Source: an optimization exercise on an open RTL-to-GDS flow (aim: small area). Production flows keep margins and buffers that such runs may drop.
Where RTL was checked, it was by simulation tests only, not by an equivalence proof against the original.
No functional check of the RTL was part of run 4.
Power and IR drop assume default switching activity.

<file path="run.sh">
#!/bin/bash
# synth_recipe.tcl (not shown) runs the flow's synth.tcl, then flattens the netlist and writes it again
# the make line also repeats each setting of config.mk as NAME=value (left out here)
make -C /OpenROAD-flow-scripts/flow DESIGN_CONFIG=/design/flow/config.mk WORK_HOME=/design/flow/orfs CLKGATE_MAP_FILE= SYNTH_SCRIPT=/design/flow/synth_recipe.tcl finish
</file>
<file path="config.mk">
export PLATFORM = sky130hd
export DESIGN_NAME = avalon_xbar_arb
export DESIGN_NICKNAME = avalon_xbar_arb
export VERILOG_FILES = /design/flow/design.v
export SDC_FILE = /design/flow/constraint.sdc
export NUM_CORES = 4
export LEC_CHECK = 0
export CAP_MARGIN = 20
export CELL_PAD_IN_SITES_DETAIL_PLACEMENT = 1
export CELL_PAD_IN_SITES_GLOBAL_PLACEMENT = 1
export CORE_AREA = 5 5 375 375
export DIE_AREA = 0 0 380 380
export PLACE_DENSITY = 0.4
export SLEW_MARGIN = 20
export SYNTH_HIERARCHICAL = 1
export SYNTH_MINIMUM_KEEP_SIZE = 0
</file>
<file path="constraint.sdc">
create_clock -name core_clock -period 7.0 [get_ports {i_Clk}]
set_input_delay 1.4000 -clock core_clock [delete_from_list [all_inputs] [get_ports {i_Clk}]]
set_output_delay 1.4000 -clock core_clock [all_outputs]
set_load 0.01 [all_outputs]
</file>
<file path="design.v">
module avalon_xbar_arb #(
    parameter int NUM_INPUTS  = 5,
    parameter int NUM_OUTPUTS = 5,
    parameter int ADDR_W      = 30,
    parameter int DATA_W      = 32,
    parameter int BURST_W     = 8
) (
    input  logic                            i_Clk,
    input  logic                            i_Reset,
    input  logic [ADDR_W*NUM_INPUTS-1:0]    i_AVIn_Addr,
    input  logic [(DATA_W/8)*NUM_INPUTS-1:0] i_AVIn_ByteEn,
    input  logic [NUM_INPUTS-1:0]           i_AVIn_Read,
    input  logic [NUM_INPUTS-1:0]           i_AVIn_Write,
    input  logic [DATA_W*NUM_INPUTS-1:0]    i_AVIn_WriteData,
    input  logic [BURST_W*NUM_INPUTS-1:0]   i_AVIn_BurstCount,
    output logic [DATA_W*NUM_INPUTS-1:0]    o_AVIn_ReadData,
    output logic [NUM_INPUTS-1:0]           o_AVIn_WaitRequest,
    output logic [NUM_INPUTS-1:0]           o_DecodeErr,
    output logic [ADDR_W*NUM_OUTPUTS-1:0]   o_AVOut_Addr,
    output logic [(DATA_W/8)*NUM_OUTPUTS-1:0] o_AVOut_ByteEn,
    output logic [NUM_OUTPUTS-1:0]          o_AVOut_Read,
    output logic [NUM_OUTPUTS-1:0]          o_AVOut_Write,
    output logic [DATA_W*NUM_OUTPUTS-1:0]   o_AVOut_WriteData,
    output logic [BURST_W*NUM_OUTPUTS-1:0]  o_AVOut_BurstCount,
    input  logic [DATA_W*NUM_OUTPUTS-1:0]   i_AVOut_ReadData,
    input  logic [NUM_OUTPUTS-1:0]          i_AVOut_WaitRequest
);
    localparam int SEL_W = (NUM_OUTPUTS > 1) ? $clog2(NUM_OUTPUTS) : 1;
    localparam int IDX_W = (NUM_INPUTS > 1) ? $clog2(NUM_INPUTS) : 1;
    localparam int BE_W  = DATA_W / 8;
    localparam int LO_W  = ADDR_W - SEL_W;
    function automatic logic [IDX_W-1:0] gcare(input int i);
        logic [IDX_W-1:0] care;
        logic             ok;
        care = '1;
        for (int k = IDX_W - 1; k >= 0; k--) begin
            care[k] = 1'b0;
            ok = 1'b1;
            for (int v = 0; v < NUM_INPUTS; v++)
                if (v != i && (((v ^ i) & care) == 0)) ok = 1'b0;
            if (!ok) care[k] = 1'b1;
        end
        gcare = care;
    endfunction
    logic [NUM_OUTPUTS-1:0] lock_q;
    logic [IDX_W-1:0]       grant_q    [NUM_OUTPUTS];
    logic [BURST_W-1:0]     beat_cnt_q [NUM_OUTPUTS];
    logic [NUM_INPUTS-1:0]  active_s;
    logic [NUM_INPUTS-1:0]  mapped_s;
    logic [NUM_OUTPUTS-1:0] dmatch_s [NUM_INPUTS];    
    logic [NUM_INPUTS-1:0]  gsel_s   [NUM_OUTPUTS];   
    logic [NUM_INPUTS-1:0]  own_s    [NUM_OUTPUTS];   
    logic [NUM_INPUTS-1:0]  pick_s   [NUM_OUTPUTS];   
    logic [NUM_INPUTS-1:0]  bsel_s   [NUM_OUTPUTS];   
    logic [NUM_INPUTS-1:0]  granted_s;
    logic [NUM_INPUTS-1:0]  req_s    [NUM_OUTPUTS];
    logic [NUM_OUTPUTS-1:0] any_s;
    logic [IDX_W-1:0]       pidx_s   [NUM_OUTPUTS];
    logic [NUM_OUTPUTS-1:0] accept_s;
    logic [NUM_OUTPUTS-1:0] gact_s;
    logic [NUM_OUTPUTS-1:0] last_s;
    logic [BURST_W-1:0]     bc_s     [NUM_OUTPUTS];
    always_comb begin
        for (int i = 0; i < NUM_INPUTS; i++) begin
            active_s[i] = i_AVIn_Read[i] | i_AVIn_Write[i];
            mapped_s[i] = (int'(i_AVIn_Addr[i*ADDR_W + LO_W +: SEL_W]) < NUM_OUTPUTS);
            for (int o = 0; o < NUM_OUTPUTS; o++)
                dmatch_s[i][o] = (i_AVIn_Addr[i*ADDR_W + LO_W +: SEL_W] == SEL_W'(o));
        end
        for (int o = 0; o < NUM_OUTPUTS; o++)
            for (int i = 0; i < NUM_INPUTS; i++) begin
                gsel_s[o][i] = (((grant_q[o] ^ IDX_W'(i)) & gcare(i)) == '0);
                own_s[o][i]  = lock_q[o] & gsel_s[o][i];
            end
        granted_s = '0;
        for (int o = 0; o < NUM_OUTPUTS; o++)
            granted_s = granted_s | own_s[o];
    end
    always_comb begin
        for (int o = 0; o < NUM_OUTPUTS; o++) begin
            for (int i = 0; i < NUM_INPUTS; i++)
                req_s[o][i] = active_s[i] & dmatch_s[i][o] & ~granted_s[i];
            begin
                logic [NUM_INPUTS-1:0] hi, sel, first;
                logic                  seen;
                for (int i = 0; i < NUM_INPUTS; i++)
                    hi[i] = req_s[o][i] & (IDX_W'(i) > grant_q[o]);
                sel  = (|hi) ? hi : req_s[o];
                seen = 1'b0;
                for (int i = 0; i < NUM_INPUTS; i++) begin
                    first[i] = sel[i] & ~seen;
                    seen     = seen | sel[i];
                end
                pick_s[o] = first;
                pidx_s[o] = '0;
                for (int i = 0; i < NUM_INPUTS; i++)
                    pidx_s[o] = pidx_s[o] | (first[i] ? IDX_W'(i) : '0);
            end
            any_s[o]  = |req_s[o];
            bsel_s[o] = lock_q[o] ? gsel_s[o] : pick_s[o];
        end
    end
    for (genvar o = 0; o < NUM_OUTPUTS; o++) begin : g_out
        logic [LO_W-1:0]    a;
        logic [BE_W-1:0]    be;
        logic [DATA_W-1:0]  wd;
        logic [BURST_W-1:0] bc;
        for (genvar b = 0; b < LO_W; b++) begin : g_a
            avalon_xbar_ao5 u_mux (.sel(gsel_s[o]), .d({i_AVIn_Addr[4*ADDR_W+b], i_AVIn_Addr[3*ADDR_W+b],
                i_AVIn_Addr[2*ADDR_W+b], i_AVIn_Addr[ADDR_W+b], i_AVIn_Addr[b]}), .y(a[b]));
        end
        for (genvar b = 0; b < BE_W; b++) begin : g_be
            avalon_xbar_ao5 u_mux (.sel(gsel_s[o]), .d({i_AVIn_ByteEn[4*BE_W+b], i_AVIn_ByteEn[3*BE_W+b],
                i_AVIn_ByteEn[2*BE_W+b], i_AVIn_ByteEn[BE_W+b], i_AVIn_ByteEn[b]}), .y(be[b]));
        end
        for (genvar b = 0; b < DATA_W; b++) begin : g_wd
            avalon_xbar_ao5 u_mux (.sel(gsel_s[o]), .d({i_AVIn_WriteData[4*DATA_W+b], i_AVIn_WriteData[3*DATA_W+b],
                i_AVIn_WriteData[2*DATA_W+b], i_AVIn_WriteData[DATA_W+b], i_AVIn_WriteData[b]}), .y(wd[b]));
        end
        for (genvar b = 0; b < BURST_W; b++) begin : g_bc
            avalon_xbar_ao5 u_mux (.sel(bsel_s[o]), .d({i_AVIn_BurstCount[4*BURST_W+b], i_AVIn_BurstCount[3*BURST_W+b],
                i_AVIn_BurstCount[2*BURST_W+b], i_AVIn_BurstCount[BURST_W+b], i_AVIn_BurstCount[b]}), .y(bc[b]));
        end
        assign o_AVOut_Addr[o*ADDR_W +: ADDR_W]         = {SEL_W'(o), a};
        assign o_AVOut_ByteEn[o*BE_W +: BE_W]           = be;
        assign o_AVOut_WriteData[o*DATA_W +: DATA_W]    = wd;
        assign o_AVOut_BurstCount[o*BURST_W +: BURST_W] = bc;
        assign bc_s[o] = bc;
    end
    logic [NUM_OUTPUTS-1:0] route_ok_s, rdg_s, wrg_s;
    logic [NUM_INPUTS-1:0]  go_s;
    for (genvar o = 0; o < NUM_OUTPUTS; o++) begin : g_strb
        logic [NUM_INPUTS-1:0] dm;
        for (genvar i = 0; i < NUM_INPUTS; i++) begin : g_dm
            assign dm[i] = dmatch_s[i][o];
        end
        avalon_xbar_ao5 u_ok (.sel(own_s[o]),  .d(dm),           .y(route_ok_s[o]));
        avalon_xbar_ao5 u_rd (.sel(gsel_s[o]), .d(i_AVIn_Read),  .y(rdg_s[o]));
        avalon_xbar_ao5 u_wr (.sel(gsel_s[o]), .d(i_AVIn_Write), .y(wrg_s[o]));
    end
    for (genvar i = 0; i < NUM_INPUTS; i++) begin : g_go
        logic [NUM_OUTPUTS-1:0] os;
        for (genvar o = 0; o < NUM_OUTPUTS; o++) begin : g_os
            assign os[o] = own_s[o][i];
        end
        avalon_xbar_ao5 u_go (.sel(os), .d(~i_AVOut_WaitRequest), .y(go_s[i]));
    end
    always_comb begin
        for (int o = 0; o < NUM_OUTPUTS; o++) begin
            logic rd, wr;
            rd = route_ok_s[o] & rdg_s[o];
            wr = route_ok_s[o] & wrg_s[o];
            o_AVOut_Read[o]  = rd & ~i_Reset;
            o_AVOut_Write[o] = wr & ~i_Reset;
            gact_s[o]        = lock_q[o] & (rdg_s[o] | wrg_s[o]);
            accept_s[o]      = (rd | wr) & ~i_AVOut_WaitRequest[o];
            last_s[o]        = (beat_cnt_q[o][BURST_W-1:1] == '0);
        end
    end
    always_ff @(posedge i_Clk) begin
        for (int o = 0; o < NUM_OUTPUTS; o++) begin
            if (i_Reset) begin
                lock_q[o]  <= 1'b0;
                grant_q[o] <= IDX_W'(NUM_INPUTS - 1);
            end else if (!lock_q[o]) begin
                if (any_s[o]) begin
                    lock_q[o]  <= 1'b1;
                    grant_q[o] <= pidx_s[o];
                end
            end else if ((accept_s[o] && last_s[o]) || !gact_s[o]) begin
                lock_q[o] <= 1'b0;
            end
            beat_cnt_q[o] <= lock_q[o] ? beat_cnt_q[o] - BURST_W'(accept_s[o]) : bc_s[o];
        end
    end
    logic [NUM_OUTPUTS-1:0] rsel_s [NUM_INPUTS];
    always_comb begin
        for (int i = 0; i < NUM_INPUTS; i++) begin
            for (int o = 0; o < NUM_OUTPUTS; o++)
                rsel_s[i][o] = own_s[o][i] & mapped_s[i];
            o_AVIn_WaitRequest[i] = i_Reset | (mapped_s[i] & ~go_s[i]);
            o_DecodeErr[i]        = ~i_Reset & active_s[i] & ~mapped_s[i];
        end
    end
    for (genvar i = 0; i < NUM_INPUTS; i++) begin : g_in
        for (genvar b = 0; b < DATA_W; b++) begin : g_rd
            avalon_xbar_ao5 u_mux (.sel(rsel_s[i]), .d({i_AVOut_ReadData[4*DATA_W+b], i_AVOut_ReadData[3*DATA_W+b],
                i_AVOut_ReadData[2*DATA_W+b], i_AVOut_ReadData[DATA_W+b], i_AVOut_ReadData[b]}),
                .y(o_AVIn_ReadData[i*DATA_W+b]));
        end
    end
endmodule
module avalon_xbar_ao5 (
    input  logic [4:0] sel,
    input  logic [4:0] d,
    output logic       y
);
    assign y = |(sel & d);
endmodule
</file>
==> results of run 1 <==
logic make-up (layout without fill, tap and decap cells):
family,count (synthesis),after routing,synth area share [%]
buffers and inverters,92,1258,2.61
adders and majority gates,10,10,0.768
AOI/OAI and AO/OA,1228,1228,64.0
other,2,78,0.0461
and+or+nand+nor,857,857,23.3
DFF,60,60,7.37
xor gates and xnor gates,26,26,1.40
muxes,7,7,0.430
critical path, stage by stage:
cell and delay, ns:
clkdlybuf4s50_1 0.62, or2_2 0.27, and3_1 0.34, nand3_1 0.24, nor4_1 0.50, a21o_1 0.20, nor4_1 0.08, or2_2 0.39
a222oi_1 0.34, nand2_1 0.17, clkdlybuf4s50_1 0.54
per-stage QoR:
step	hold slack [ns]	instance area, µm²	setup WS, ns	util (%)	instances
floorplan	0.485	16300	0.515	-	2295
global placement	0.513	30400	0.308	22.4	5226
detailed placement	0.522	30400	0.455	22.4	5226
CTS	0.536	30700	0.431	22.6	5242
global route	0.562	30800	0.292	22.7	5293
finish	0.531	30800	0.502	22.7	5305
synthesized netlist by cell type (all sizes together), types with 19 or more instances:
master and count:
nand2 579, a22oi 540, a222oi 535, nor2 104, dfxtp 60, inv 53, a21oi 52, o21ai 35
buf 30, and3 24, nor3b 24, nand3b 19
layout make-up:
cell class	count	area, µm²
diodes	63	158
clock buffers	9	225
clock inverters	7	60.1
fillers	16300	105000
inverters	53	199
multi-input cells	2143	15000
flip-flops and latches	60	1220
well taps	1781	2230
repair buffers	1189	11700
sequential cells by signal, summed over array words and instances (netlist names):
signal and count:
beat_cnt_q 40, grant_q 15, lock_q 5
routing by layer:
metal	vias up	GRT usage [%]	wire length, µm
met5	-	0	131
li1	12800	-	-
met1	15900	33.4	83800
met3	298	7.27	20400
met4	20	8.50	6290
met2	2036	48.6	106000
worst max-delay path by stage:
stage,from,to,slack [ns],depth (start not counted)
after floorplan,grant_q[1][2],o_AVOut_BurstCount[17],0.52,11
after CTS,i_AVIn_Write[4],o_AVOut_BurstCount[15],0.43,12
final,i_AVIn_Read[1],o_AVOut_BurstCount[12],0.50,11
after detailed placement,i_AVIn_Write[4],o_AVOut_BurstCount[15],0.46,12
after global routing,i_AVIn_Read[1],o_AVOut_BurstCount[12],0.29,11
after global placement,i_AVIn_Write[3],o_AVOut_BurstCount[32],0.31,10
Yosys stat by module (local to each module, per instance):
module / cells / flops+latches / copies in the design
avalon_xbar_ao5: 3 / 0 / 535
avalon_xbar_arb: 677 / 60 / 1
power by group:
| part | switching, W | internal [W] | total [W] | leakage, nW |
|---|---|---|---|---|
| Clock | 0.000219 | 0.000246 | 0.000465 | 0.139 |
| Sequential | 0.000156 | 0.000439 | 0.000595 | 0.500 |
| Combinational | 0.00260 | 0.00185 | 0.00444 | 11.0 |
==> summary.txt, run 1 <==
Fin Setup TNS = 0 ns
DP Wirelength = 157000 µm
Least-Margin Pin Slew = 1.15 ns
Post-synth EDFFs = 0
Routability cong. = 0.862
Die ar. = 144000 µm²
Hold Path End = beat_cnt_q[4][2]
Via/cell ratio = 5.87
Synth top area share = 32.9%
DR pass1 iterations = 14
Clock Sinks = 60
Post-layout minimum cycle time = 6.50 ns
Reg2Reg Depth = 12
Post-synthesis area per instance = 7.14 µm²
CP endpoint kind = primary output
Total grt overflow = 0
Max-cap violations = 0
Sequential-to-total area share from yosys stat = 7.37%
Hold path cells = 2
Fin. Hold Viols = 0
Status = complete, no violations
Worst slew margin = 23.1%
Critical path launch point type = primary input
Post-Route WL = 217000 µm
Synth Cell Area = 16300 µm²
Clk buf depth = 2
Post-synth ARST share = 0%
Hold_buf cts = 0
Drt wl/cell = 40.8 µm
Clk_skew = 0.0152 ns
H-tree depth = 3
Synth cell types = 76
Post-CTS resize count = 0
CTS tree = yes
Nets = 4013
Area Growth Syn to Fin = 89.4%
IO buf count = 1081
Most frequent cells in the layout = clkdlybuf4s50_1 (1081), nand2_1 (577), a22oi_1 (540), a222oi_1 (535), buf_4 (99)
GR Util All Layers = 27.8%
FF+latch count, synth = 60
Clock Pin Slew Worst Setup and Hold Paths = 0.06 ns
Post-synth top flop = dfxtp_1
Final Power = 0.00550 W
HP Class = flip-flop to flip-flop
Top-Level Pins = 1097
LEAKAGE = 11.7 nW
Drc violations = 0
Yosys warns = 29
Crit path DAT = 5.10 ns
Antenna violation net count after detailed routing = 0
Peak VDD IR = 0.112 mV
Worst reg2reg setup slack = 2.42 ns
Reg-to-Reg Start = grant_q[0][2]
Period utilisation layout = 92.8%
Synth area leaders = a222oi_1 (33%), a22oi_1 (25%), nand2_1 (13%)
Via count = 31.1k
Skew-Pair Late Insertion Delay = 0.37 ns
Clk root buf = clkbuf_16
Die Y = 380 µm
Layout cells sized above 1 = 6.18%
Num rows = 135
Worst EP required = 5.60 ns
Cells after Synth = 2282
Starting DRT DRC Count = 5498
Power per standard cell area = 178 nW/µm²
HP Start = beat_cnt_q[4][2]
Unrepaired setup endpoints after global routing = false
Inserted Clock Buffers = 9
Post-CTS Setup Bufs = 0
Initial Util = 12.0%
Commonest non-fill, non-tap cell in the layout = clkdlybuf4s50_1
Vias in the first global route = 30.7k
Setup violators final = 0
RR Endpoint = beat_cnt_q[0][5]
Slew Viols, Final = 0
CP max FO = 8
Global-route wire length before repair = 288000 µm
Synth area leader = a222oi_1
Setup Crit Path Kind = primary input to primary output
Largest net degree at the start of global routing = 66
Fmax = 154 MHz
Die W = 380 µm
Core area = 136000 µm²
Initial antenna violation count = 107
==> run 2, diff against run 1 <==
==> flow/run.sh (new file) <==
#!/bin/bash
# Standard ORFS layout (standard.sh), except that:
#  - synthesis maps the logic with an area-oriented ABC script (flow/synth_area.tcl wraps
#    synth_recipe.tcl);
#  - the port buffers are the smallest buffer cell (buf_1) instead of the one buffer_ports
#    picks by default.
# make's output goes to standard_flow.log; each ORFS step keeps its own log under orfs/logs/.
set -euo pipefail
here=$(pwd)
export AREA_ABC_SCRIPT="$here/flow/area.abc"
export FLOW_SYNTH_TCL="$here/synth_recipe.tcl"
export BUFFER_PORTS_ARGS="-buffer_cell sky130_fd_sc_hd__buf_1"
bash standard.sh "SYNTH_SCRIPT=$here/flow/synth_area.tcl" \
  "BUFFER_PORTS_ARGS=$BUFFER_PORTS_ARGS" finish > standard_flow.log 2>&1
==> flow/area.abc (new file) <==
&get -n
&st
&dch
&nf -p -R 1000
&st
&syn2
&dch
&nf -p -R 1000
&st
&dch -f
&nf -p -R 1000
&put
buffer -c
dnsize -c
==> flow/synth_area.tcl (new file) <==
# The standard synthesis (synth_recipe.tcl, sourced unchanged below), except for the final
# technology mapping: every module but the mux leaf is mapped with an area-oriented ABC script (area.abc),
# the one-hot mux leaf module (avalon_xbar_ao5) with ORFS's default script. Registers are untouched by ABC, so
# they keep the standard synthesis's names and cells.
proc abc {args} {
  set i [lsearch -exact $args -script]
  set top_args $args
  lset top_args [expr {$i + 1}] $::env(AREA_ABC_SCRIPT)
  yosys abc {*}$args avalon_xbar_ao5
  yosys abc {*}$top_args avalon_xbar_ao5 %n
}
source $::env(FLOW_SYNTH_TCL)
==> standard.sh (new file) <==
#!/bin/bash
# synth_recipe.tcl (not shown) runs the flow's synth.tcl, then flattens the netlist and writes it again
# the make line also repeats each setting of config.mk as NAME=value (left out here)
make -C /OpenROAD-flow-scripts/flow DESIGN_CONFIG=/design/flow/config.mk WORK_HOME=/design/flow/orfs CLKGATE_MAP_FILE= SYNTH_SCRIPT=/design/flow/synth_recipe.tcl "${@:-finish}"
removed: run.sh
==> summary.txt, run 2 <==
Status = complete, no violations
Antenna violation net count after detailed routing = 0
LEAKAGE = 8.71 nW
Commonest non-fill, non-tap cell in the layout = buf_1
Max FFs per register = 40
Yosys warns = 29
Post-synth ARST share = 0%
Vias in the first global route = 30.7k
Compound-Gate Fraction of Synth Area = 64.8%
FF+latch count, synth = 60
Clk buf depth = 2
Post-synth EDFFs = 0
Largest family of logic cells by synthesized area = compound AO/OA/AOI/OAI gates
Via/cell ratio = 6.00
Crit-path cells = buf_1 > o21ai_0 > nor2_1 > nand3_1 > o21ai_0 > a21oi_1 > o31a_1 > o21ai_0 > o21a_1 > or4b_2 > nand2_1 > a222oi_1 > nand2_1 > buf_1
Global-route wire length before repair = 276000 µm
Num rows = 135
Buffers and inverters on the worst path = 2
Initial Util = 11.6%
Die Y = 380 µm
Hold_buf cts = 0
Slew Viols, Final = 0
Worst EP required = 5.60 ns
Fin. Hold Viols = 0
Setup Crit Path Kind = primary input to primary output
Unrepaired setup endpoints after global routing = false
Synth top area share = 34.1%
GR Util All Layers = 26.4%
Top-Level Pins = 1097
Synth cell types = 40
Power per standard cell area = 230 nW/µm²
Post-Synth Adder-Cell Area = 0.796%
Drt wl/cell = 39.1 µm
Starting DRT DRC Count = 6981
Worst slew margin = 13.4%
CTS tree = yes
Clk root buf = clkbuf_16
Area Growth Syn to Fin = 50.1%
Xor and xnor fraction of the mapped netlist area = 1.11%
Clk_skew = 0.0157 ns
Fin Setup TNS = 0 ns
Synth Cell Area = 15700 µm²
Combinational power share = 78.4%
Final Power = 0.00542 W
Layout cells sized above 1 = 5.42%
HP Class = flip-flop to flip-flop
Peak VDD IR = 0.146 mV
Post-synthesis area per instance = 6.97 µm²
DP Wirelength = 154000 µm
Reg with most FFs = beat_cnt_q
IO buf count = 1081
Nets = 4000
Post-Route WL = 206000 µm
Post-CTS resize count = 0
Routability cong. = 0.945
Internal power = 0.00194 W
Fmax = 158 MHz
Clock Pin Slew Worst Setup and Hold Paths = 0.06 ns
Die W = 380 µm
Total grt overflow = 0
Simple-gate area share of the yosys netlist = 23.3%
Sequential power share = 11.7%
Sequential-to-total area share from yosys stat = 7.64%
Inserted Clock Buffers = 9
Setup violators final = 0
H-tree depth = 3
Synth area leaders = a222oi_1 (34%), a22oi_1 (26%), nand2_1 (14%)
Largest net degree at the start of global routing = 48
Most frequent cells in the layout = buf_1 (1081), nand2_1 (599), a222oi_1 (536), a22oi_1 (535), buf_4 (114)
Area occupied by registers = 1220 µm²
Sw Pwr = 0.00348 W
Initial antenna violation count = 92
Most common cell in the synthesized netlist = nand2_1
Sw frac = 64.2%
Filler cells = 17.1k
DR pass1 iterations = 14
Post-layout minimum cycle time = 6.34 ns
Post-CTS Setup Bufs = 0
Post-synth top flop = dfxtp_1
Via count = 31.7k
CP max FO = 8
Critical path launch point type = primary input
Skew-Pair Late Insertion Delay = 0.37 ns
Regs by FF count = beat_cnt_q x40, grant_q x15, lock_q x5
Crit path largest cell delay = 0.64 ns
Die ar. = 144000 µm²
Top cell by count, worst path = o21ai_0
Mux cell area share after synthesis = 0%
Crit path DAT = 4.94 ns
Core area = 136000 µm²
Clock Sinks = 60
Clock network fraction of design power = 9.9%
Cells after Synth = 2256
Area of the multi-input gates = 14500 µm²
CP max-delay cell = or4b_2
Least-Margin Pin Slew = 1.30 ns
Period utilisation layout = 90.5%
CP endpoint kind = primary output
Synth top cells by count = nand2_1 (599), a222oi_1 (536), a22oi_1 (535), nor2_1 (127), dfxtp_1 (60)
Drc violations = 0
Delay-heaviest family, CP = simple AND/OR/NAND/NOR gates
Synth area leader = a222oi_1
Max-cap violations = 0
-- run 2: cell types whose count changed after synthesis, sizes merged, moves of 11 or more --
cell    change
nand2      +20
and3       -24
nand3b     -17
nor3       +11
nor3b      -13
and2       +12
o21ai      +13
nor2       +23
buf        -12
-- run 2: power groups by stage --
stage | registers (W) | logic (W) | clock network (W)
4_1_cts | 0.000636 | 0.00419 | 0.000549
5_1_grt | 0.000653 | 0.00444 | 0.000559
2_1_floorplan | 0.000597 | 0.00189 | 0
6_report | 0.000633 | 0.00425 | 0.000537
3_3_place_gp | 0.000640 | 0.00418 | 0
3_5_place_dp | 0.000642 | 0.00417 | 0
-- run 2: cells by family after synthesis --
logic type | after synthesis
AO/OA/AOI/OAI | 1210
AND/OR/NAND/NOR | 873
buffers and inverters | 81
flip-flops | 60
XOR/XNOR | 20
adder cells (fa/ha/maj) | 10
other | 2
-- run 2: metrics by stage --
stage	area, µm²	hold WS [ns]	std cells	setup WS [ns]	utilization [%]
2_1_floorplan	15800	0.468	2269	0.498	-
3_3_place_gp	23100	0.493	5211	0.859	17.0
3_5_place_dp	23100	0.503	5213	0.767	17.0
4_1_cts	23500	0.518	5229	0.756	17.3
5_1_grt	23600	0.531	5271	0.539	17.4
6_report	23600	0.514	5285	0.665	17.4
-- run 2: path summary, 6_finish.rpt --
path                         start  cells after the start                      to  slack, ns
setup / recovery   i_AVIn_Write[2]                     14  o_AVOut_BurstCount[20]       0.66
hold / removal    beat_cnt_q[0][4]                      2        beat_cnt_q[0][4]       0.51
setup reg to reg     grant_q[3][1]                     17        beat_cnt_q[4][0]       2.31
hold reg to reg   beat_cnt_q[0][4]                      2        beat_cnt_q[0][4]       0.51
-- run 2: worst min-delay path, stage by stage (launching register included) --
cell,delay [ns]
dfxtp_1,0.32
o21ai_0,0.07
a31oi_1,0.08
-- run 2: layout make-up --
cell class | count | share of cell area (%)
well taps | 1781 | 9.44
diodes | 56 | 0.594
inverters | 47 | 0.747
repair buffers | 1197 | 21.0
multi-input cells | 2128 | 61.6
flip-flops and latches | 60 | 5.17
clock buffers | 10 | 1.01
clock inverters | 6 | 0.398
-- run 2: per-layer routing --
metal	part of all wire [%]	vias up	track usage, %
li1	-	12700	-
met1	38	15900	32.7
met2	45	2572	42.9
met3	11	501	6.97
met4	5.5	32	12.3
met5	0.10	-	0
-- run 2: modules after synthesis (local to each module, per instance) --
module,copies in the design,cells
avalon_xbar_arb,1,651
avalon_xbar_ao5,535,3
==> run 3, diff against run 2 <==
--- a/flow/run.sh
+++ b/flow/run.sh
@@ -5,3 +5,5 @@
 #  - the port buffers are the smallest buffer cell (buf_1) instead of the one buffer_ports
-#    picks by default.
+#    picks by default;
+#  - IO pins may sit one routing track apart, so that the ports fit a smaller die; the clock
+#    port is placed first, alone on met4 (flow/clock_pin.tcl).
 # make's output goes to standard_flow.log; each ORFS step keeps its own log under orfs/logs/.
@@ -12,3 +14,6 @@
 export BUFFER_PORTS_ARGS="-buffer_cell sky130_fd_sc_hd__buf_1"
+export PLACE_PINS_ARGS="-min_distance 1 -min_distance_in_tracks"
+export PRE_IO_PLACEMENT_TCL="$here/flow/clock_pin.tcl"
 bash standard.sh "SYNTH_SCRIPT=$here/flow/synth_area.tcl" \
-  "BUFFER_PORTS_ARGS=$BUFFER_PORTS_ARGS" finish > standard_flow.log 2>&1
+  "BUFFER_PORTS_ARGS=$BUFFER_PORTS_ARGS" "PLACE_PINS_ARGS=$PLACE_PINS_ARGS" \
+  "PRE_IO_PLACEMENT_TCL=$PRE_IO_PLACEMENT_TCL" finish > standard_flow.log 2>&1
==> flow/clock_pin.tcl (new file) <==
# Runs just before place_pins (ORFS PRE_IO_PLACEMENT hook): the clock port gets the top edge's
# met4 layer to itself, away from the tightly spaced met2/met3 signal pins.
place_pin -pin_name i_Clk -layer met4 -location {125 250} -force_to_die_boundary
--- a/config.mk
+++ b/config.mk
@@ -10,4 +10,4 @@
 export CELL_PAD_IN_SITES_GLOBAL_PLACEMENT = 1
-export CORE_AREA = 5 5 375 375
-export DIE_AREA = 0 0 380 380
+export CORE_AREA = 5 5 245 245
+export DIE_AREA = 0 0 250 250
 export PLACE_DENSITY = 0.4
==> summary.txt, run 3 <==
Peak VDD IR = 0.119 mV
Area of the multi-input gates = 14400 µm²
Initial antenna violation count = 76
Clk_skew = 0.0108 ns
Filler cells = 7767
Fin. Hold Viols = 0
FF+latch count, synth = 60
Die ar. = 62500 µm²
Clk buf depth = 2
Buffers and inverters on the worst path = 3
Drc violations = 0
Most frequent cells in the layout = buf_1 (1081), nand2_1 (599), a222oi_1 (536), a22oi_1 (535), nor2_1 (102)
Sw Pwr = 0.00318 W
Initial Util = 27.4%
Largest net degree at the start of global routing = 71
Top-Level Pins = 1096
Post-synth EDFFs = 0
Inserted Clock Buffers = 9
Antenna violation net count after detailed routing = 0
Via/cell ratio = 7.55
Fmax = 156 MHz
Unrepaired setup endpoints after global routing = false
Die Y = 250 µm
Synth area leaders = a222oi_1 (34%), a22oi_1 (26%), nand2_1 (14%)
Reg with most FFs = beat_cnt_q
Sequential-to-total area share from yosys stat = 7.64%
Reg2Reg Depth = 15
Post-synth ARST share = 0%
Hold_buf cts = 0
Setup Crit Path Kind = primary input to primary output
Crit path largest cell delay = 0.64 ns
Global-route wire length before repair = 219000 µm
Hold path cells = 2
Core area = 57400 µm²
Sequential power share = 12.3%
RR Endpoint = beat_cnt_q[4][2]
Synth Cell Area = 15700 µm²
Max FFs per register = 40
Area Growth Syn to Fin = 38.9%
Cells after Synth = 2256
Status = complete, no violations
Reg-to-Reg Start = lock_q[4]
Fin Setup TNS = 0 ns
DR pass1 iterations = 17
Post-CTS resize count = 0
CP max-delay cell = or4b_2
Commonest non-fill, non-tap cell in the layout = buf_1
Worst reg2reg setup slack = 2.16 ns
Clock Sinks = 60
Internal power = 0.00192 W
DP Wirelength = 103000 µm
Power per standard cell area = 233 nW/µm²
Post-route cell area = 21800 µm²
H-tree depth = 3
Final Util = 38.1%
Regs by FF count = beat_cnt_q x40, grant_q x15, lock_q x5
Starting DRT DRC Count = 7213
Via count = 31.9k
Crit-path cells = buf_1 > o21ai_0 > nor2_1 > buf_4 > nand3_1 > o21ai_0 > a21oi_1 > a21boi_0 > o21ai_0 > nand2_1 > or4b_2 > nand2_1 > a222oi_1 > nand2_1 > buf_1
Placed cell area = 21400 µm²
HP Start = beat_cnt_q[1][4]
Vias in the first global route = 29.5k
Synth cell types = 40
Sw frac = 62.3%
HP Class = flip-flop to flip-flop
Drt wl/cell = 36.9 µm
Crit path DAT = 5.01 ns
Total grt overflow = 0
Delay-heaviest family, CP = simple AND/OR/NAND/NOR gates
GR Util All Layers = 45.6%
Post-layout minimum cycle time = 6.41 ns
Combinational power share = 77.6%
Slew Viols, Final = 0
Nets = 3958
Num rows = 88
CTS tree = yes
Post-CTS Setup Bufs = 0
Post-Route WL = 156000 µm
Least-Margin Pin Slew = 1.24 ns
LEAKAGE = 8.48 nW
CP endpoint kind = primary output
CP max FO = 8
Post-synth top flop = dfxtp_1
Skew-Pair Late Insertion Delay = 0.34 ns
Synth top area share = 34.1%
Most common cell in the synthesized netlist = nand2_1
Yosys warns = 29
Max-cap violations = 0
Setup violators final = 0
Critical path launch point type = primary input
Worst EP required = 5.60 ns
Synth top cells by count = nand2_1 (599), a222oi_1 (536), a22oi_1 (535), nor2_1 (127), dfxtp_1 (60)
Die W = 250 µm
Synth area leader = a222oi_1
Area occupied by registers = 1210 µm²
Worst slew margin = 17.3%
IO buf count = 1081
Hold Path End = beat_cnt_q[1][4]
Layout cells sized above 1 = 4.26%
Clock network fraction of design power = 10.1%
Routability cong. = 1.03
Clk root buf = clkbuf_16
Clock Pin Slew Worst Setup and Hold Paths = 0.05 ns
Period utilisation layout = 91.6%
Post-synthesis area per instance = 6.97 µm²
run 3: cell count changes in the layout (fill, tap and decap cells not counted), moves of 3 or more:
cell	before	now
and2_2	0	5
and2_4	5	0
buf_4	114	74
dfxtp_2	0	5
dfxtp_4	5	0
inv_6	3	0
nor2_2	0	25
nor2_4	25	0
run 3: worst max-delay path by stage:
stage,from,end,slack [ns],cells past startpoint
after detailed placement,i_AVIn_Read[2],o_AVOut_BurstCount[11],0.73,14
after CTS,lock_q[4],o_AVOut_BurstCount[11],0.67,14
after global placement,i_AVIn_Write[3],o_AVOut_BurstCount[6],0.80,12
after floorplan,grant_q[2][1],o_AVOut_BurstCount[10],0.50,13
after global routing,i_AVIn_Read[2],o_AVOut_BurstCount[9],0.37,15
final,i_AVIn_Read[2],o_AVOut_BurstCount[8],0.59,15
run 3: final cells by class:
class / count / share of cell area (%)
tap: 765 / 4.38
clock inverter: 4 / 0.321
inverter: 47 / 0.808
clock buffer: 12 / 1.22
multi-input combinational: 2128 / 66.0
sequential: 60 / 5.53
antenna: 54 / 0.619
timing repair buffer: 1155 / 21.1
run 3: worst register-to-register path, cell delays in order, from the launching register on:
cell and delay, ns:
dfxtp_1 1.01, nand2_1 0.43, o2111ai_1 0.26, nor3_1 0.17
and2_1 0.23, a222oi_1 0.45, a21boi_0 0.28, nand3_1 0.17
and2_1 0.22, nand2b_1 0.11, or3b_2 0.14, nand2_1 0.24
a222oi_1 0.32, nand2_1 0.17, nor2_1 0.40, a31oi_1 0.09
run 3: routing by layer:
layer / GRT usage [%] / part of all wire [%] / vias to the layer above
li1: - / - / 12600
met1: 54.5 / 35 / 15400
met2: 67.5 / 42 / 3086
met3: 22.9 / 16 / 724
met4: 22.1 / 6.6 / 64
met5: 3.32 / 0.36 / -
run 3: metrics by stage:
step                setup WS (ns)  cells  hold WS, ns  power [W]
floorplan                   0.498   2269        0.468    0.00249
global placement            0.799   4155        0.490    0.00431
detailed placement          0.734   4155        0.500    0.00435
CTS                         0.668   4171        0.512    0.00488
global route                0.372   4199        0.535    0.00526
finish                      0.591   4225        0.510    0.00510
run 3: kinds of logic after synthesis:
kind of cell             share of synthesized area [%]
AND/OR/NAND/NOR                                   23.3
flip-flops                                        7.64
adder cells (fa/ha/maj)                          0.796
buffers and inverters                             2.29
AO/OA/AOI/OAI                                     64.8
XOR/XNOR                                          1.11
other                                           0.0478
run 3: Yosys stat by module (local to each module, per instance):
module           times used  cells inside
avalon_xbar_arb           1           651
avalon_xbar_ao5         535             3
run 3: power by group through the flow:
stage               sequential (W)  combinational (W)  clock [W]
detailed placement        0.000627            0.00372          0
global placement          0.000621            0.00368          0
global route              0.000643            0.00407   0.000540
CTS                       0.000621            0.00373   0.000523
finish                    0.000625            0.00396   0.000515
floorplan                 0.000597            0.00189          0
==> run 4, diff against run 3 <==
--- a/design.v
+++ b/design.v
@@ -31,15 +31,2 @@
     localparam int LO_W  = ADDR_W - SEL_W;
-    function automatic logic [IDX_W-1:0] gcare(input int i);
-        logic [IDX_W-1:0] care;
-        logic             ok;
-        care = '1;
-        for (int k = IDX_W - 1; k >= 0; k--) begin
-            care[k] = 1'b0;
-            ok = 1'b1;
-            for (int v = 0; v < NUM_INPUTS; v++)
-                if (v != i && (((v ^ i) & care) == 0)) ok = 1'b0;
-            if (!ok) care[k] = 1'b1;
-        end
-        gcare = care;
-    endfunction
     logic [NUM_OUTPUTS-1:0] lock_q;
@@ -71,3 +58,3 @@
             for (int i = 0; i < NUM_INPUTS; i++) begin
-                gsel_s[o][i] = (((grant_q[o] ^ IDX_W'(i)) & gcare(i)) == '0);
+                gsel_s[o][i] = (grant_q[o] == IDX_W'(i));
                 own_s[o][i]  = lock_q[o] & gsel_s[o][i];
@@ -82,17 +69,14 @@
                 req_s[o][i] = active_s[i] & dmatch_s[i][o] & ~granted_s[i];
-            begin
-                logic [NUM_INPUTS-1:0] hi, sel, first;
-                logic                  seen;
-                for (int i = 0; i < NUM_INPUTS; i++)
-                    hi[i] = req_s[o][i] & (IDX_W'(i) > grant_q[o]);
-                sel  = (|hi) ? hi : req_s[o];
-                seen = 1'b0;
-                for (int i = 0; i < NUM_INPUTS; i++) begin
-                    first[i] = sel[i] & ~seen;
-                    seen     = seen | sel[i];
+            pick_s[o] = '0;
+            pidx_s[o] = '0;
+            for (int k = NUM_INPUTS - 1; k >= 0; k--) begin
+                for (int g = 0; g < NUM_INPUTS; g++) begin
+                    if (grant_q[o] == IDX_W'(g)) begin
+                        if (req_s[o][(g + 1 + k) % NUM_INPUTS]) begin
+                            pick_s[o] = '0;
+                            pick_s[o][(g + 1 + k) % NUM_INPUTS] = 1'b1;
+                            pidx_s[o] = IDX_W'((g + 1 + k) % NUM_INPUTS);
+                        end
+                    end
                 end
-                pick_s[o] = first;
-                pidx_s[o] = '0;
-                for (int i = 0; i < NUM_INPUTS; i++)
-                    pidx_s[o] = pidx_s[o] | (first[i] ? IDX_W'(i) : '0);
             end
@@ -129,28 +113,14 @@
     end
-    logic [NUM_OUTPUTS-1:0] route_ok_s, rdg_s, wrg_s;
-    logic [NUM_INPUTS-1:0]  go_s;
-    for (genvar o = 0; o < NUM_OUTPUTS; o++) begin : g_strb
-        logic [NUM_INPUTS-1:0] dm;
-        for (genvar i = 0; i < NUM_INPUTS; i++) begin : g_dm
-            assign dm[i] = dmatch_s[i][o];
-        end
-        avalon_xbar_ao5 u_ok (.sel(own_s[o]),  .d(dm),           .y(route_ok_s[o]));
-        avalon_xbar_ao5 u_rd (.sel(gsel_s[o]), .d(i_AVIn_Read),  .y(rdg_s[o]));
-        avalon_xbar_ao5 u_wr (.sel(gsel_s[o]), .d(i_AVIn_Write), .y(wrg_s[o]));
-    end
-    for (genvar i = 0; i < NUM_INPUTS; i++) begin : g_go
-        logic [NUM_OUTPUTS-1:0] os;
-        for (genvar o = 0; o < NUM_OUTPUTS; o++) begin : g_os
-            assign os[o] = own_s[o][i];
-        end
-        avalon_xbar_ao5 u_go (.sel(os), .d(~i_AVOut_WaitRequest), .y(go_s[i]));
-    end
     always_comb begin
         for (int o = 0; o < NUM_OUTPUTS; o++) begin
-            logic rd, wr;
-            rd = route_ok_s[o] & rdg_s[o];
-            wr = route_ok_s[o] & wrg_s[o];
+            logic rd, wr, ga;
+            rd = 1'b0; wr = 1'b0; ga = 1'b0;
+            for (int i = 0; i < NUM_INPUTS; i++) begin
+                rd = rd | (own_s[o][i] & dmatch_s[i][o] & i_AVIn_Read[i]);
+                wr = wr | (own_s[o][i] & dmatch_s[i][o] & i_AVIn_Write[i]);
+                ga = ga | (own_s[o][i] & active_s[i]);
+            end
             o_AVOut_Read[o]  = rd & ~i_Reset;
             o_AVOut_Write[o] = wr & ~i_Reset;
-            gact_s[o]        = lock_q[o] & (rdg_s[o] | wrg_s[o]);
+            gact_s[o]        = ga;
             accept_s[o]      = (rd | wr) & ~i_AVOut_WaitRequest[o];
@@ -172,3 +142,6 @@
             end
-            beat_cnt_q[o] <= lock_q[o] ? beat_cnt_q[o] - BURST_W'(accept_s[o]) : bc_s[o];
+            if (!lock_q[o])
+                beat_cnt_q[o] <= bc_s[o];
+            else if (accept_s[o])
+                beat_cnt_q[o] <= beat_cnt_q[o] - BURST_W'(1);
         end
@@ -178,5 +151,9 @@
         for (int i = 0; i < NUM_INPUTS; i++) begin
-            for (int o = 0; o < NUM_OUTPUTS; o++)
+            logic go;
+            go = 1'b0;
+            for (int o = 0; o < NUM_OUTPUTS; o++) begin
                 rsel_s[i][o] = own_s[o][i] & mapped_s[i];
-            o_AVIn_WaitRequest[i] = i_Reset | (mapped_s[i] & ~go_s[i]);
+                go = go | (own_s[o][i] & ~i_AVOut_WaitRequest[o]);
+            end
+            o_AVIn_WaitRequest[i] = i_Reset | (mapped_s[i] & ~go);
             o_DecodeErr[i]        = ~i_Reset & active_s[i] & ~mapped_s[i];
==> flow/run.sh (replaced) <==
#!/bin/bash
# Standard ORFS layout, except that the port buffers are the smallest buffer cell
# (buf_1) instead of the one buffer_ports picks by default.
set -euo pipefail
export BUFFER_PORTS_ARGS="-buffer_cell sky130_fd_sc_hd__buf_1"
bash standard.sh "BUFFER_PORTS_ARGS=$BUFFER_PORTS_ARGS" finish > standard_flow.log 2>&1
--- a/config.mk
+++ b/config.mk
@@ -8,7 +8,4 @@
 export CAP_MARGIN = 20
-export CELL_PAD_IN_SITES_DETAIL_PLACEMENT = 1
-export CELL_PAD_IN_SITES_GLOBAL_PLACEMENT = 1
-export CORE_AREA = 5 5 245 245
-export DIE_AREA = 0 0 250 250
-export PLACE_DENSITY = 0.4
+export CORE_AREA = 5 5 295 295
+export DIE_AREA = 0 0 300 300
 export SLEW_MARGIN = 20
removed: flow/area.abc
removed: flow/clock_pin.tcl
removed: flow/synth_area.tcl
==> summary.txt, run 4 <==
Status = stopped before the end
Yosys warns = 29
Synth top area share = 28.3%
Post-synth top flop = edfxtp_1
Failed at = 3_2_place_iop
Synth top cells by count = nand2_1 (580), a22oi_1 (526), a222oi_1 (516), nor2_1 (159), a21oi_1 (81)
Post-synthesis area per instance = 7.18 µm²
Tool error = [ERROR PPL-0024] Number of IO pins (1097) exceeds maximum number of available positions (1082). Increase the die perimeter from 1200.00um to 1491.92um.
Sequential-to-total area share from yosys stat = 8.77%
Die Y = 300 µm
Initial Util = 21.9%
Post-synth ARST share = 0%
Synth area leader = a222oi_1
FF+latch count, synth = 60
Post-synth EDFFs = 40
Cells after Synth = 2544
Die W = 300 µm
Synth Cell Area = 18300 µm²
Num rows = 106
Most common cell in the synthesized netlist = nand2_1
Synth cell types = 93
Synth area leaders = a222oi_1 (28%), a22oi_1 (22%), nand2_1 (12%)
==> run 4: cell count changes after synthesis, sizes merged, moves of 19 or more <==
cell    previous run  this run
nor2             127       159
edfxtp             0        40
a222oi           536       516
a21oi             48        81
nand2            599       580
o22ai              0        24
nand3             13        63
inv               47        28
buf               18        53
dfxtp             60        20
==> run 4: kinds of logic after synthesis <==
| kind of cell | count (synthesis) | synth area share, % |
|---|---|---|
| compound gates | 1320 | 60.5 |
| simple gates | 999 | 25.2 |
| buf+inv | 117 | 3.06 |
| flops | 60 | 8.77 |
| xor+xnor | 30 | 1.44 |
| mux | 11 | 0.644 |
| fa+ha+maj | 5 | 0.343 |
| other cells | 2 | 0.0411 |
==> run 4: per-module statistics from Yosys (local to each module, per instance) <==
module,cell area (µm²),cells inside,copies in the design,flip-flops and latches
avalon_xbar_ao5,21.3,3,515,0
avalon_xbar_arb,7310,999,1,60

==> static timing again, ports no longer ideal <==
How much do the figures lean on ideal ports? The routed layouts below were timed once more, with nothing changed but the port constraints.
Step 1 sets driving cells, clkbuf_16 on the clock port and buf_2 on the other inputs (assumed; they add their load-dependent delay and slew).
Step 2 adds t to the input delays and takes it off the output delays; t is the mean of the earliest and latest rising clock arrival at the registers after step 1. Input paths then give back, and output paths get back, about the clock's delay inside the block.
a / b / c = ideal ports / drivers / drivers and shift; a / b = the first two.
run | t (ns) | setup WS [ns] | hold slack, ns | worst slew at a driven data input, ns
run 1 | 0.407 | 0.502 / 0.352 / 0.352 | 0.531 / 0.531 / 0.531 | 0.21
run 2 | 0.414 | 0.665 / 0.453 / 0.453 | 0.514 / 0.514 / 0.514 | 0.25
run 3 | 0.431 | 0.591 / 0.563 / 0.563 | 0.510 / 0.510 / 0.510 | 0.30
After both steps every run listed still meets setup and hold. For run 2, which loses most, drivers alone change the setup slack by -0.212 ns; drivers and shift together by -0.212 ns.
